Background: an optimization exercise with open tools, aiming at small area. Do not read the settings as production practice. At most, simulation tests tie the RTL to the original design; equivalence was not proved. Power figures rest on the tool's default switching activity, not on a simulated workload.

==> inputs of build 84 <==
==> flow/design.v <==
package rv32_isa_pkg;
    typedef enum logic [4:0] {
        OP_ADD    = 5'b00000,
        OP_SLL    = 5'b00001,
        OP_SLT    = 5'b00010,
        OP_SLTU   = 5'b00011,
        OP_XOR    = 5'b00100,
        OP_SRL    = 5'b00101,
        OP_OR     = 5'b00110,
        OP_AND    = 5'b00111,
        OP_SUB    = 5'b01000,
        OP_SRA    = 5'b01101,
        OP_MUL    = 5'b10000,
        OP_MULH   = 5'b10001,
        OP_MULHSU = 5'b10010,
        OP_MULHU  = 5'b10011,
        OP_DIV    = 5'b10100,
        OP_DIVU   = 5'b10101,
        OP_REM    = 5'b10110,
        OP_REMU   = 5'b10111
    } exec_op_e;
    function automatic logic is_muldiv(input exec_op_e op);
        is_muldiv = op[4];
    endfunction
endpackage
package rv32_flow_pkg;
    typedef logic [4-1:0] tag_t;
    typedef logic [$clog2(4 + 2)-1:0] credit_t;
    typedef enum logic [1:0] {
        MD_IDLE = 2'b00,
        MD_MUL  = 2'b01,
        MD_DIV  = 2'b10,
        MD_DONE = 2'b11   
    } md_state_e;
endpackage
`timescale 1ns/1ns
module rv32_exec_cluster (
    input  logic                   clk_i,
    input  logic                   rst_n_i,
    input  logic                   issue_valid_i,
    input  rv32_isa_pkg::exec_op_e issue_op_i,
    input  logic [32-1:0]       issue_a_i,
    input  logic [32-1:0]       issue_b_i,
    input  rv32_flow_pkg::tag_t    issue_tag_i,
    output logic                   issue_credit_o,
    input  logic                   res_credit_i,
    output logic                   res_valid_o,
    output rv32_flow_pkg::tag_t    res_tag_o,
    output logic [32-1:0]       res_data_o
);
    localparam logic [1:0] PH_PRE  = 2'd0;
    localparam logic [1:0] PH_MAIN = 2'd1;
    localparam logic [1:0] PH_POST = 2'd2;
    localparam logic [1:0] PH_DONE = 2'd3;
    logic [31:0] q_a   [3];
    logic [31:0] q_b   [3];
    logic [4:0]  q_op  [3];
    logic [3:0]  q_tag [3];
    logic [2:0]  q_wp, q_rp;   
    logic [1:0]  q_n;
    logic [31:0] h_a, h_b;
    logic [4:0]  h_op;
    logic [3:0]  h_tag;
    logic        wv;
    logic [1:0]  ph;
    logic [5:0]  cnt;
    logic [4:0]  op;
    logic [3:0]  tag;
    logic [31:0] A, B;
    logic [32:0] ACC;
    logic        c, fneg;
    logic [2:0]  cr;
    logic done, pop, load;
    assign done = wv && (ph == PH_DONE);
    assign pop  = done && (cr != 3'd0);
    assign load = (q_n != 2'd0) && (!wv || pop);
    always_comb begin
        h_a = '0; h_b = '0; h_op = '0; h_tag = '0;
        for (int i = 0; i < 3; i++) begin
            h_a   = h_a   | (q_a[i]   & {32{q_rp[i]}});
            h_b   = h_b   | (q_b[i]   & {32{q_rp[i]}});
            h_op  = h_op  | (q_op[i]  & {5{q_rp[i]}});
            h_tag = h_tag | (q_tag[i] & {4{q_rp[i]}});
        end
    end
    always_ff @(posedge clk_i) begin
        for (int i = 0; i < 3; i++) begin
            if (issue_valid_i && q_wp[i]) begin
                q_a[i]   <= issue_a_i;
                q_b[i]   <= issue_b_i;
                q_op[i]  <= issue_op_i;
                q_tag[i] <= issue_tag_i;
            end
        end
    end
    always_ff @(posedge clk_i) begin
        if (!rst_n_i) begin
            q_wp <= 3'b001;
            q_rp <= 3'b001;
            q_n  <= 2'd0;
            cr   <= 3'd0;
        end else begin
            if (issue_valid_i) q_wp <= {q_wp[1:0], q_wp[2]};
            if (load)          q_rp <= {q_rp[1:0], q_rp[2]};
            q_n <= q_n + 2'(issue_valid_i) - 2'(load);
            cr  <= cr + 3'(res_credit_i) - 3'(pop);
        end
    end
    logic is_md, is_mul, is_div, is_shift, is_slt, is_log, sgn_div, is_rem;
    logic mul_sa, mul_sb, mulh_any;
    assign is_md    = op[4];
    assign is_mul   = op[4] && !op[2];
    assign is_div   = op[4] && op[2];
    assign is_shift = !op[4] && (op[1:0] == 2'b01);
    assign is_slt   = !op[4] && (op[2:1] == 2'b01);
    assign is_log   = !op[4] && op[2] && (op[1:0] != 2'b01);   
    assign sgn_div  = !op[0];
    assign is_rem   = op[4] && op[2] && op[1];
    assign mul_sa   = (op[1:0] == 2'b01) || (op[1:0] == 2'b10);
    assign mul_sb   = (op[1:0] == 2'b01);
    assign mulh_any = (op[1:0] != 2'b00);
    logic last31, last32, sh_end;
    assign last31 = (cnt[4:0] == 5'd31);
    assign last32 = cnt[5];
    assign sh_end = (cnt[4:0] == B[4:0]);
    logic m_mul, m_div, m_chain, m_rot, m_shift, m_sltfix, m_neg;
    assign m_mul    = (ph == PH_MAIN) && is_mul;
    assign m_div    = (ph == PH_MAIN) && is_div;
    assign m_chain  = (ph == PH_POST) && is_md && (is_mul || is_rem);
    assign m_shift  = (ph == PH_MAIN) && is_shift && !sh_end;
    assign m_sltfix = (ph == PH_POST) && !is_md;
    assign m_rot    = (ph == PH_PRE) || ((ph == PH_POST) && is_div && !is_rem) ||
                      ((ph == PH_MAIN) && !is_md && !is_shift);
    assign m_neg    = (ph == PH_PRE) || ((ph == PH_POST) && is_div && fneg);
    logic        inv, bext, ext;
    logic [33:0] S;
    logic        ge;
    assign bext = m_div ? (sgn_div && B[31]) : (mul_sb && B[31]);
    logic [32:0] ax;
    logic [17:0] cl;
    logic [16:0] ch0, ch1;
    logic [15:0] sh0, sh1;
    assign ax    = {bext, B} ^ {33{inv}};
    assign cl[0] = inv;
    assign ch0[0] = 1'b0;
    assign ch1[0] = 1'b1;
    for (genvar i = 0; i < 17; i++) begin : g_lo
        assign S[i]    = ACC[i] ^ ax[i] ^ cl[i];
        assign cl[i+1] = (ACC[i] & ax[i]) | (ACC[i] & cl[i]) | (ax[i] & cl[i]);
    end
    for (genvar i = 0; i < 16; i++) begin : g_hi
        assign sh0[i]    = ACC[17+i] ^ ax[17+i] ^ ch0[i];
        assign ch0[i+1]  = (ACC[17+i] & ax[17+i]) | (ACC[17+i] & ch0[i]) | (ax[17+i] & ch0[i]);
        assign sh1[i]    = ACC[17+i] ^ ax[17+i] ^ ch1[i];
        assign ch1[i+1]  = (ACC[17+i] & ax[17+i]) | (ACC[17+i] & ch1[i]) | (ax[17+i] & ch1[i]);
    end
    assign S[32:17] = cl[17] ? sh1 : sh0;
    assign S[33]    = cl[17] ? ch1[16] : ch0[16];
    assign ge   = S[33];
    logic [31:0] divn;
    logic [32:0] muln;
    assign divn = ge ? S[31:0] : ACC[31:0];
    assign muln = (m_mul && A[0]) ? S[32:0] : ACC;
    assign ext  = m_mul && mul_sb && muln[32];
    always_ff @(posedge clk_i) begin
        if (load)
            inv <= h_op[4] && h_op[2] && !(!h_op[0] && h_b[31]);
        else if (m_mul)
            inv <= (cnt[4:0] == 5'd31) && mul_sa;
    end
    logic Bj, P, Q, ci, s, co, first, cinit, negp, lt, tin;
    assign Bj    = B[cnt[4:0]];
    assign first = (m_chain && is_rem) ? (cnt == 6'd1) : (cnt == 6'd0);
    assign P     = m_mul ? (A[0] ? S[0] : ACC[0]) : (m_chain ? ACC[0] : A[0]);
    assign Q     = ((ph == PH_MAIN) && !is_md) ? (Bj ^ (op[3] || is_slt)) : 1'b0;
    assign cinit = m_neg || ((ph == PH_MAIN) && !is_md && (op[3] || is_slt)) ||
                   (m_chain && is_rem && fneg);
    assign ci    = first ? cinit : c;
    assign negp  = m_neg || (m_chain && is_rem && fneg);
    assign s     = (P ^ negp) ^ Q ^ ci;
    assign co    = ((P ^ negp) & Q) | ((P ^ negp) & ci) | (Q & ci);
    assign lt    = (!op[0] && (A[0] ^ B[31])) ^ !co;
    always_comb begin
        if (is_shift)                    tin = A[31] && op[3];
        else if (is_slt)                 tin = 1'b0;
        else if (is_log && op[1:0] == 2'b10) tin = A[0] | Bj;
        else if (is_log && op[1:0] == 2'b11) tin = A[0] & Bj;
        else if (is_log)                 tin = A[0] ^ Bj;
        else                             tin = s;
    end
    always_ff @(posedge clk_i) begin
        if (load) begin
            A   <= h_a;
            B   <= h_b;
            ACC <= '0;
            op  <= h_op;
            tag <= h_tag;
        end else begin
            if (m_div)
                ACC <= {divn, A[31]};
            else
                ACC <= {ext, muln[32:1]};
            if (m_div)
                A <= {A[30:0], ge};
            else if (m_shift && !op[2])
                A <= {A[30:0], 1'b0};
            else if (m_sltfix)
                A <= {A[30:0], c};
            else if (m_mul || m_chain || m_rot || m_shift)
                A <= {tin, A[31:1]};
        end
    end
    always_ff @(posedge clk_i) begin
        if (load) begin
            c    <= 1'b0;
            fneg <= h_op[4] && h_op[2] && !h_op[0] &&
                    (h_op[1] ? h_a[31] : (h_a[31] ^ h_b[31]));
        end else begin
            if ((ph == PH_MAIN) && is_slt && last31)
                c <= lt;
            else
                c <= co;
            if (m_div && cnt == 6'd0 && ge && !is_rem)
                fneg <= 1'b0;
        end
    end
    always_ff @(posedge clk_i) begin
        if (!rst_n_i) begin
            wv  <= 1'b0;
            ph  <= PH_DONE;
            cnt <= '0;
        end else if (load) begin
            wv  <= 1'b1;
            cnt <= {5'd0, h_op[4] && !h_op[2]};   
            ph  <= (h_op[4] && h_op[2] && !h_op[0] && h_a[31]) ? PH_PRE : PH_MAIN;
        end else if (pop) begin
            wv <= 1'b0;
        end else if (wv) begin
            cnt <= cnt + 6'd1;
            case (ph)
                PH_PRE: if (last31) begin
                    ph  <= PH_MAIN;
                    cnt <= '0;
                end
                PH_MAIN: begin
                    if (is_div) begin
                        if (last32) begin
                            ph  <= (is_rem || fneg) ? PH_POST : PH_DONE;
                            cnt <= '0;
                        end
                    end else if (is_shift) begin
                        if (sh_end) ph <= PH_DONE;
                    end else if (is_mul ? last32 : last31) begin
                        ph  <= ((is_mul && mulh_any) || is_slt) ? PH_POST : PH_DONE;
                        cnt <= '0;
                    end
                end
                PH_POST: begin
                    if (is_slt || (is_rem ? last32 : last31)) ph <= PH_DONE;
                end
                default: ;
            endcase
        end
    end
    assign res_valid_o    = pop;
    assign issue_credit_o = pop;
    assign res_tag_o      = tag;
    assign res_data_o     = A;
endmodule
==> flow/run.sh <==
#!/bin/bash
# synth_recipe.tcl (not shown) runs the flow's synth.tcl, then flattens the netlist and writes it again
# the make line also repeats each setting of config.mk as NAME=value (left out here)
make -C /OpenROAD-flow-scripts/flow DESIGN_CONFIG=/design/flow/config.mk WORK_HOME=/design/flow/orfs CLKGATE_MAP_FILE= SYNTH_SCRIPT=/design/flow/synth_recipe.tcl finish
==> flow/config.mk <==
export PLATFORM = sky130hd
export DESIGN_NAME = rv32_exec_cluster
export DESIGN_NICKNAME = rv32_exec_cluster
export VERILOG_FILES = /design/flow/design.v
export SDC_FILE = /design/flow/constraint.sdc
export NUM_CORES = 4
export LEC_CHECK = 0
export CAP_MARGIN = 20
export CORE_MARGIN = 2
export CORE_UTILIZATION = 40
export CTS_BUF_LIST = sky130_fd_sc_hd__clkbuf_4
export SLEW_MARGIN = 20
==> flow/constraint.sdc <==
create_clock -name core_clock -period 10.0 [get_ports {clk_i}]
set_input_delay 2.0000 -clock core_clock [delete_from_list [all_inputs] [get_ports {clk_i}]]
set_output_delay 2.0000 -clock core_clock [all_outputs]
set_load 0.01 [all_outputs]
==> trial 40: changes against build 84 <==
--- a/flow/design.v
+++ b/flow/design.v
@@ -62,3 +62,2 @@
     logic [4:0]  h_op;
-    logic [3:0]  h_tag;
     logic        wv;
@@ -77,8 +76,9 @@
     always_comb begin
-        h_a = '0; h_b = '0; h_op = '0; h_tag = '0;
+        h_op = '0;
+        h_a = '0;
+        h_b = '0;
         for (int i = 0; i < 3; i++) begin
-            h_a   = h_a   | (q_a[i]   & {32{q_rp[i]}});
-            h_b   = h_b   | (q_b[i]   & {32{q_rp[i]}});
             h_op  = h_op  | (q_op[i]  & {5{q_rp[i]}});
-            h_tag = h_tag | (q_tag[i] & {4{q_rp[i]}});
+            h_a[31] = h_a[31] | (q_a[i][31] & q_rp[i]);
+            h_b[31] = h_b[31] | (q_b[i][31] & q_rp[i]);
         end
@@ -125,4 +125,5 @@
     assign sh_end = (cnt[4:0] == B[4:0]);
-    logic m_mul, m_div, m_chain, m_rot, m_shift, m_sltfix, m_neg;
+    logic m_mul, m_div, m_chain, m_rot, m_shift, m_sltfix, m_neg, m_alu;
     assign m_mul    = (ph == PH_MAIN) && is_mul;
+    assign m_alu    = (ph == PH_MAIN) && !is_md && !is_shift;
     assign m_div    = (ph == PH_MAIN) && is_div;
@@ -134,3 +135,3 @@
     assign m_neg    = (ph == PH_PRE) || ((ph == PH_POST) && is_div && fneg);
-    logic        inv, bext, ext;
+    logic        inv, bext;
     logic [33:0] S;
@@ -159,7 +160,2 @@
     assign ge   = S[33];
-    logic [31:0] divn;
-    logic [32:0] muln;
-    assign divn = ge ? S[31:0] : ACC[31:0];
-    assign muln = (m_mul && A[0]) ? S[32:0] : ACC;
-    assign ext  = m_mul && mul_sb && muln[32];
     always_ff @(posedge clk_i) begin
@@ -171,3 +167,3 @@
     logic Bj, P, Q, ci, s, co, first, cinit, negp, lt, tin;
-    assign Bj    = B[cnt[4:0]];
+    assign Bj    = B[0];   
     assign first = (m_chain && is_rem) ? (cnt == 6'd1) : (cnt == 6'd0);
@@ -181,3 +177,3 @@
     assign co    = ((P ^ negp) & Q) | ((P ^ negp) & ci) | (Q & ci);
-    assign lt    = (!op[0] && (A[0] ^ B[31])) ^ !co;
+    assign lt    = (!op[0] && (A[0] ^ Bj)) ^ !co;
     always_comb begin
@@ -190,23 +186,49 @@
     end
+    logic        a_l, a_r, bin;
+    logic        d_s, d_a, u_s, u_a;
+    logic [2:0]  ld;
+    logic [5:0]  sel_a;
+    logic [3:0]  sel_b, sel_c;
+    logic [4:0]  sel_br;
+    logic [31:0] a_nx, b_nx;
+    logic [32:0] acc_nx;
+    logic [3:0]  tag_nx;
+    logic [4:0]  op_nx;
+    assign ld    = q_rp & {3{load}};
+    assign a_l   = m_div || (m_shift && !op[2]) || m_sltfix;
+    assign a_r   = !a_l && (m_mul || m_chain || m_rot || m_shift);
+    assign bin   = (m_div && ge) || (m_sltfix && c);
+    assign sel_a = {ld, !load && a_l, !load && a_r, !load && !a_l && !a_r};
+    assign sel_b = {ld, !load};
+    assign sel_br = {ld, !load && !m_alu, !load && m_alu};
+    assign d_s   = !load && m_div && ge;
+    assign d_a   = !load && m_div && !ge;
+    assign u_s   = !load && m_mul && A[0];
+    assign u_a   = !load && !m_div && !(m_mul && A[0]);
+    assign sel_c = {d_s, d_a, u_s, u_a};
+    for (genvar k = 0; k < 32; k++) begin : g_ab
+        rv32_ao6 u_a (.d({q_a[2][k], q_a[1][k], q_a[0][k],
+                          (k == 0) ? bin : A[(k + 31) % 32],
+                          (k == 31) ? tin : A[(k + 1) % 32], A[k]}),
+                      .s(sel_a), .y(a_nx[k]));
+        rv32_ao5 u_b (.d({q_b[2][k], q_b[1][k], q_b[0][k], B[k], B[(k + 1) % 32]}), .s(sel_br), .y(b_nx[k]));
+    end
+    for (genvar k = 0; k < 4; k++) begin : g_tag
+        rv32_ao4 u_t (.d({q_tag[2][k], q_tag[1][k], q_tag[0][k], tag[k]}), .s(sel_b), .y(tag_nx[k]));
+    end
+    for (genvar k = 0; k < 5; k++) begin : g_op
+        rv32_ao4 u_o (.d({q_op[2][k], q_op[1][k], q_op[0][k], op[k]}), .s(sel_b), .y(op_nx[k]));
+    end
+    rv32_ao4 u_c0 (.d({A[31], A[31], S[1], ACC[1]}), .s(sel_c), .y(acc_nx[0]));
+    for (genvar k = 1; k < 32; k++) begin : g_c
+        rv32_ao4 u_c (.d({S[k-1], ACC[k-1], S[k+1], ACC[k+1]}), .s(sel_c), .y(acc_nx[k]));
+    end
+    rv32_ao4 u_c32 (.d({S[31], ACC[31], mul_sb && S[32], m_mul && mul_sb && ACC[32]}),
+                    .s(sel_c), .y(acc_nx[32]));
     always_ff @(posedge clk_i) begin
-        if (load) begin
-            A   <= h_a;
-            B   <= h_b;
-            ACC <= '0;
-            op  <= h_op;
-            tag <= h_tag;
-        end else begin
-            if (m_div)
-                ACC <= {divn, A[31]};
-            else
-                ACC <= {ext, muln[32:1]};
-            if (m_div)
-                A <= {A[30:0], ge};
-            else if (m_shift && !op[2])
-                A <= {A[30:0], 1'b0};
-            else if (m_sltfix)
-                A <= {A[30:0], c};
-            else if (m_mul || m_chain || m_rot || m_shift)
-                A <= {tin, A[31:1]};
-        end
+        A   <= a_nx;
+        B   <= b_nx;
+        op  <= op_nx;
+        tag <= tag_nx;
+        ACC <= acc_nx;
     end
@@ -269 +291,52 @@
 endmodule
+module rv32_aoi3 (
+    input  logic [2:0] d,
+    input  logic [2:0] s,
+    output logic       y
+);
+    assign y = !(|(d & s));
+endmodule
+module rv32_ao6 (
+    input  logic [5:0] d,
+    input  logic [5:0] s,
+    output logic       y
+);
+    logic n0, n1;
+    rv32_aoi3  u_lo (.d(d[2:0]), .s(s[2:0]), .y(n0));
+    rv32_aoi3  u_hi (.d(d[5:3]), .s(s[5:3]), .y(n1));
+    rv32_nand2 u_y  (.a(n0), .b(n1), .y(y));
+endmodule
+module rv32_ao4 (
+    input  logic [3:0] d,
+    input  logic [3:0] s,
+    output logic       y
+);
+    logic n0, n1;
+    rv32_aoi3  u_lo (.d(d[2:0]), .s(s[2:0]), .y(n0));
+    rv32_nand2 u_n1 (.a(d[3]), .b(s[3]), .y(n1));
+    rv32_nand2 u_y  (.a(n0), .b(n1), .y(y));
+endmodule
+module rv32_ao5 (
+    input  logic [4:0] d,
+    input  logic [4:0] s,
+    output logic       y
+);
+    logic n0, n1;
+    rv32_aoi3  u_lo (.d(d[2:0]), .s(s[2:0]), .y(n0));
+    rv32_aoi2  u_hi (.d(d[4:3]), .s(s[4:3]), .y(n1));
+    rv32_nand2 u_y  (.a(n0), .b(n1), .y(y));
+endmodule
+module rv32_aoi2 (
+    input  logic [1:0] d,
+    input  logic [1:0] s,
+    output logic       y
+);
+    assign y = !(|(d & s));
+endmodule
+module rv32_nand2 (
+    input  logic a,
+    input  logic b,
+    output logic y
+);
+    assign y = !(a && b);
+endmodule
- CTS_BUF_LIST: sky130_fd_sc_hd__clkbuf_4 -> sky130_fd_sc_hd__clkbuf_8
- CTS_CLUSTER_DIAMETER: unset -> 50
- CTS_CLUSTER_SIZE: unset -> 16
- SYNTH_HIERARCHICAL: unset -> 1
==> trial 15: changes against build 84 <==
--- a/flow/design.v
+++ b/flow/design.v
@@ -58,4 +58,3 @@
     logic [3:0]  q_tag [3];
-    logic [2:0]  q_wp, q_rp;   
-    logic [1:0]  q_n;
+    logic [1:0]  q_wp, q_rp, q_n;
     logic [31:0] h_a, h_b;
@@ -76,19 +75,12 @@
     assign load = (q_n != 2'd0) && (!wv || pop);
-    always_comb begin
-        h_a = '0; h_b = '0; h_op = '0; h_tag = '0;
-        for (int i = 0; i < 3; i++) begin
-            h_a   = h_a   | (q_a[i]   & {32{q_rp[i]}});
-            h_b   = h_b   | (q_b[i]   & {32{q_rp[i]}});
-            h_op  = h_op  | (q_op[i]  & {5{q_rp[i]}});
-            h_tag = h_tag | (q_tag[i] & {4{q_rp[i]}});
-        end
-    end
-    always_ff @(posedge clk_i) begin
-        for (int i = 0; i < 3; i++) begin
-            if (issue_valid_i && q_wp[i]) begin
-                q_a[i]   <= issue_a_i;
-                q_b[i]   <= issue_b_i;
-                q_op[i]  <= issue_op_i;
-                q_tag[i] <= issue_tag_i;
-            end
+    assign h_a   = q_a[q_rp];
+    assign h_b   = q_b[q_rp];
+    assign h_op  = q_op[q_rp];
+    assign h_tag = q_tag[q_rp];
+    always_ff @(posedge clk_i) begin
+        if (issue_valid_i) begin
+            q_a[q_wp]   <= issue_a_i;
+            q_b[q_wp]   <= issue_b_i;
+            q_op[q_wp]  <= issue_op_i;
+            q_tag[q_wp] <= issue_tag_i;
         end
@@ -97,4 +89,4 @@
         if (!rst_n_i) begin
-            q_wp <= 3'b001;
-            q_rp <= 3'b001;
+            q_wp <= 2'd0;
+            q_rp <= 2'd0;
             q_n  <= 2'd0;
@@ -102,4 +94,4 @@
         end else begin
-            if (issue_valid_i) q_wp <= {q_wp[1:0], q_wp[2]};
-            if (load)          q_rp <= {q_rp[1:0], q_rp[2]};
+            if (issue_valid_i) q_wp <= (q_wp == 2'd2) ? 2'd0 : q_wp + 2'd1;
+            if (load)          q_rp <= (q_rp == 2'd2) ? 2'd0 : q_rp + 2'd1;
             q_n <= q_n + 2'(issue_valid_i) - 2'(load);
@@ -134,38 +126,13 @@
     assign m_neg    = (ph == PH_PRE) || ((ph == PH_POST) && is_div && fneg);
-    logic        inv, bext, ext;
+    logic        inv, bext, cond, ext;
     logic [33:0] S;
+    logic [32:0] sel;
     logic        ge;
     assign bext = m_div ? (sgn_div && B[31]) : (mul_sb && B[31]);
-    logic [32:0] ax;
-    logic [17:0] cl;
-    logic [16:0] ch0, ch1;
-    logic [15:0] sh0, sh1;
-    assign ax    = {bext, B} ^ {33{inv}};
-    assign cl[0] = inv;
-    assign ch0[0] = 1'b0;
-    assign ch1[0] = 1'b1;
-    for (genvar i = 0; i < 17; i++) begin : g_lo
-        assign S[i]    = ACC[i] ^ ax[i] ^ cl[i];
-        assign cl[i+1] = (ACC[i] & ax[i]) | (ACC[i] & cl[i]) | (ax[i] & cl[i]);
-    end
-    for (genvar i = 0; i < 16; i++) begin : g_hi
-        assign sh0[i]    = ACC[17+i] ^ ax[17+i] ^ ch0[i];
-        assign ch0[i+1]  = (ACC[17+i] & ax[17+i]) | (ACC[17+i] & ch0[i]) | (ax[17+i] & ch0[i]);
-        assign sh1[i]    = ACC[17+i] ^ ax[17+i] ^ ch1[i];
-        assign ch1[i+1]  = (ACC[17+i] & ax[17+i]) | (ACC[17+i] & ch1[i]) | (ax[17+i] & ch1[i]);
-    end
-    assign S[32:17] = cl[17] ? sh1 : sh0;
-    assign S[33]    = cl[17] ? ch1[16] : ch0[16];
+    assign inv  = m_div ? !(sgn_div && B[31]) : (last31 && mul_sa);
+    assign S    = {1'b0, ACC} + {1'b0, {bext, B} ^ {33{inv}}} + 34'(inv);
     assign ge   = S[33];
-    logic [31:0] divn;
-    logic [32:0] muln;
-    assign divn = ge ? S[31:0] : ACC[31:0];
-    assign muln = (m_mul && A[0]) ? S[32:0] : ACC;
-    assign ext  = m_mul && mul_sb && muln[32];
-    always_ff @(posedge clk_i) begin
-        if (load)
-            inv <= h_op[4] && h_op[2] && !(!h_op[0] && h_b[31]);
-        else if (m_mul)
-            inv <= (cnt[4:0] == 5'd31) && mul_sa;
-    end
+    assign cond = m_mul ? A[0] : (m_div ? ge : 1'b0);
+    assign sel  = cond ? S[32:0] : ACC;
+    assign ext  = m_mul && mul_sb && sel[32];
     logic Bj, P, Q, ci, s, co, first, cinit, negp, lt, tin;
@@ -173,3 +140,3 @@
     assign first = (m_chain && is_rem) ? (cnt == 6'd1) : (cnt == 6'd0);
-    assign P     = m_mul ? (A[0] ? S[0] : ACC[0]) : (m_chain ? ACC[0] : A[0]);
+    assign P     = (m_chain || m_mul) ? sel[0] : A[0];
     assign Q     = ((ph == PH_MAIN) && !is_md) ? (Bj ^ (op[3] || is_slt)) : 1'b0;
@@ -199,5 +166,5 @@
             if (m_div)
-                ACC <= {divn, A[31]};
+                ACC <= {sel[31:0], A[31]};
             else
-                ACC <= {ext, muln[32:1]};
+                ACC <= {ext, sel[32:1]};
             if (m_div)
@@ -233,3 +200,3 @@
             wv  <= 1'b1;
-            cnt <= {5'd0, h_op[4] && !h_op[2]};   
+            cnt <= '0;
             ph  <= (h_op[4] && h_op[2] && !h_op[0] && h_a[31]) ? PH_PRE : PH_MAIN;
@@ -252,3 +219,3 @@
                         if (sh_end) ph <= PH_DONE;
-                    end else if (is_mul ? last32 : last31) begin
+                    end else if (last31) begin
                         ph  <= ((is_mul && mulh_any) || is_slt) ? PH_POST : PH_DONE;
==> summary.txt <==
quantity                                                                        build 84               trial 40              trial 15
Result of the run                                                         finished clean         finished clean        finished clean
Final clock period utilization by the worst path                                   95.5%                  90.8%                 65.3%
Multiplexer area fraction after synthesis                                          4.60%                 0.204%                 9.33%
Met1 routed wirelength after detailed routing                                  16,500 um              15,400 um             17,400 um
Count of buffer and inverter cells on the critical path                                2                      2                     1
Height of the die                                                                 203 um                 196 um                208 um
Die outline area                                                             41,000 um^2            38,400 um^2           43,200 um^2
Buffers, non-clock                                                                   136                    131                   126
Hold Crit Endpoint                                                  q_wp[0]$_SDFFE_PN1P_         tag[0]$_DFF_P_       B[24]$_DFFE_PP_
FF-to-FF path depth                                                                   28                     28                    21
Final core utilization                                                             48.0%                  47.3%                 47.4%
Dpl cell area                                                                17,400 um^2            16,600 um^2           18,200 um^2
Multi-input gate area                                                          5320 um^2              5300 um^2             6340 um^2
HP Start                                                            q_wp[0]$_SDFFE_PN1P_  q_tag[2][0]$_DFFE_PP_  q_b[2][24]$_DFFE_PP_
Register area share after synthesis                                                62.8%                  62.3%                 59.5%
Proportion of power drawn by combinational gates                                   39.9%                  40.0%                 40.8%
Combinational cell power                                                       0.00225 W              0.00194 W             0.00241 W
First-pass GRT wire length                                                     57,200 um              55,500 um             59,000 um
Portion of synthesized cell area occupied by the leading cell type                 56.0%                  45.1%                 53.0%
Placement-stage worst setup slack                                               0.209 ns               0.984 ns               3.53 ns
Critical path data required time                                                10.44 ns               10.43 ns              10.48 ns
Slew Limit Headroom                                                                33.6%                  42.0%                 32.5%
Post-synthesis instance area                                                 15,800 um^2            14,700 um^2           16,600 um^2
Pwr/cell area                                                                304 nW/um^2            282 nW/um^2           305 nW/um^2
Switching Share                                                                    36.8%                  39.1%                 38.1%
For build 84, only the layout was checked, not whether the RTL still works.

## separate check: timing with driven ports
Ports are ideal in the flow. The routed layouts listed here were re-timed in OpenROAD.
Step 1 (the two cells are an assumption about what drives the block):
set clk [get_ports {clk_i}]
set_driving_cell -lib_cell sky130_fd_sc_hd__clkbuf_16 $clk
set_driving_cell -lib_cell sky130_fd_sc_hd__buf_2 [delete_from_list [all_inputs] $clk]
Step 2 moves the port delays by t, midway between the first and last clock arrival at a register: inputs arrive t later, outputs are due t later. That takes back most of the time a late clock gives input paths.
a / b / c = ideal / step 1 / step 2; a / b = the first two.
run	t, ns	setup slack, ns	clock arrival spread, ns
build 84	0.748	0.445 / 0.445 / 0.445	0.055 / 0.055
trial 40	0.603	0.917 / 0.917 / 0.917	0.031 / 0.031
trial 15	0.781	3.472 / 3.472 / 3.472	0.050 / 0.050
After both steps every run listed still meets setup and hold.
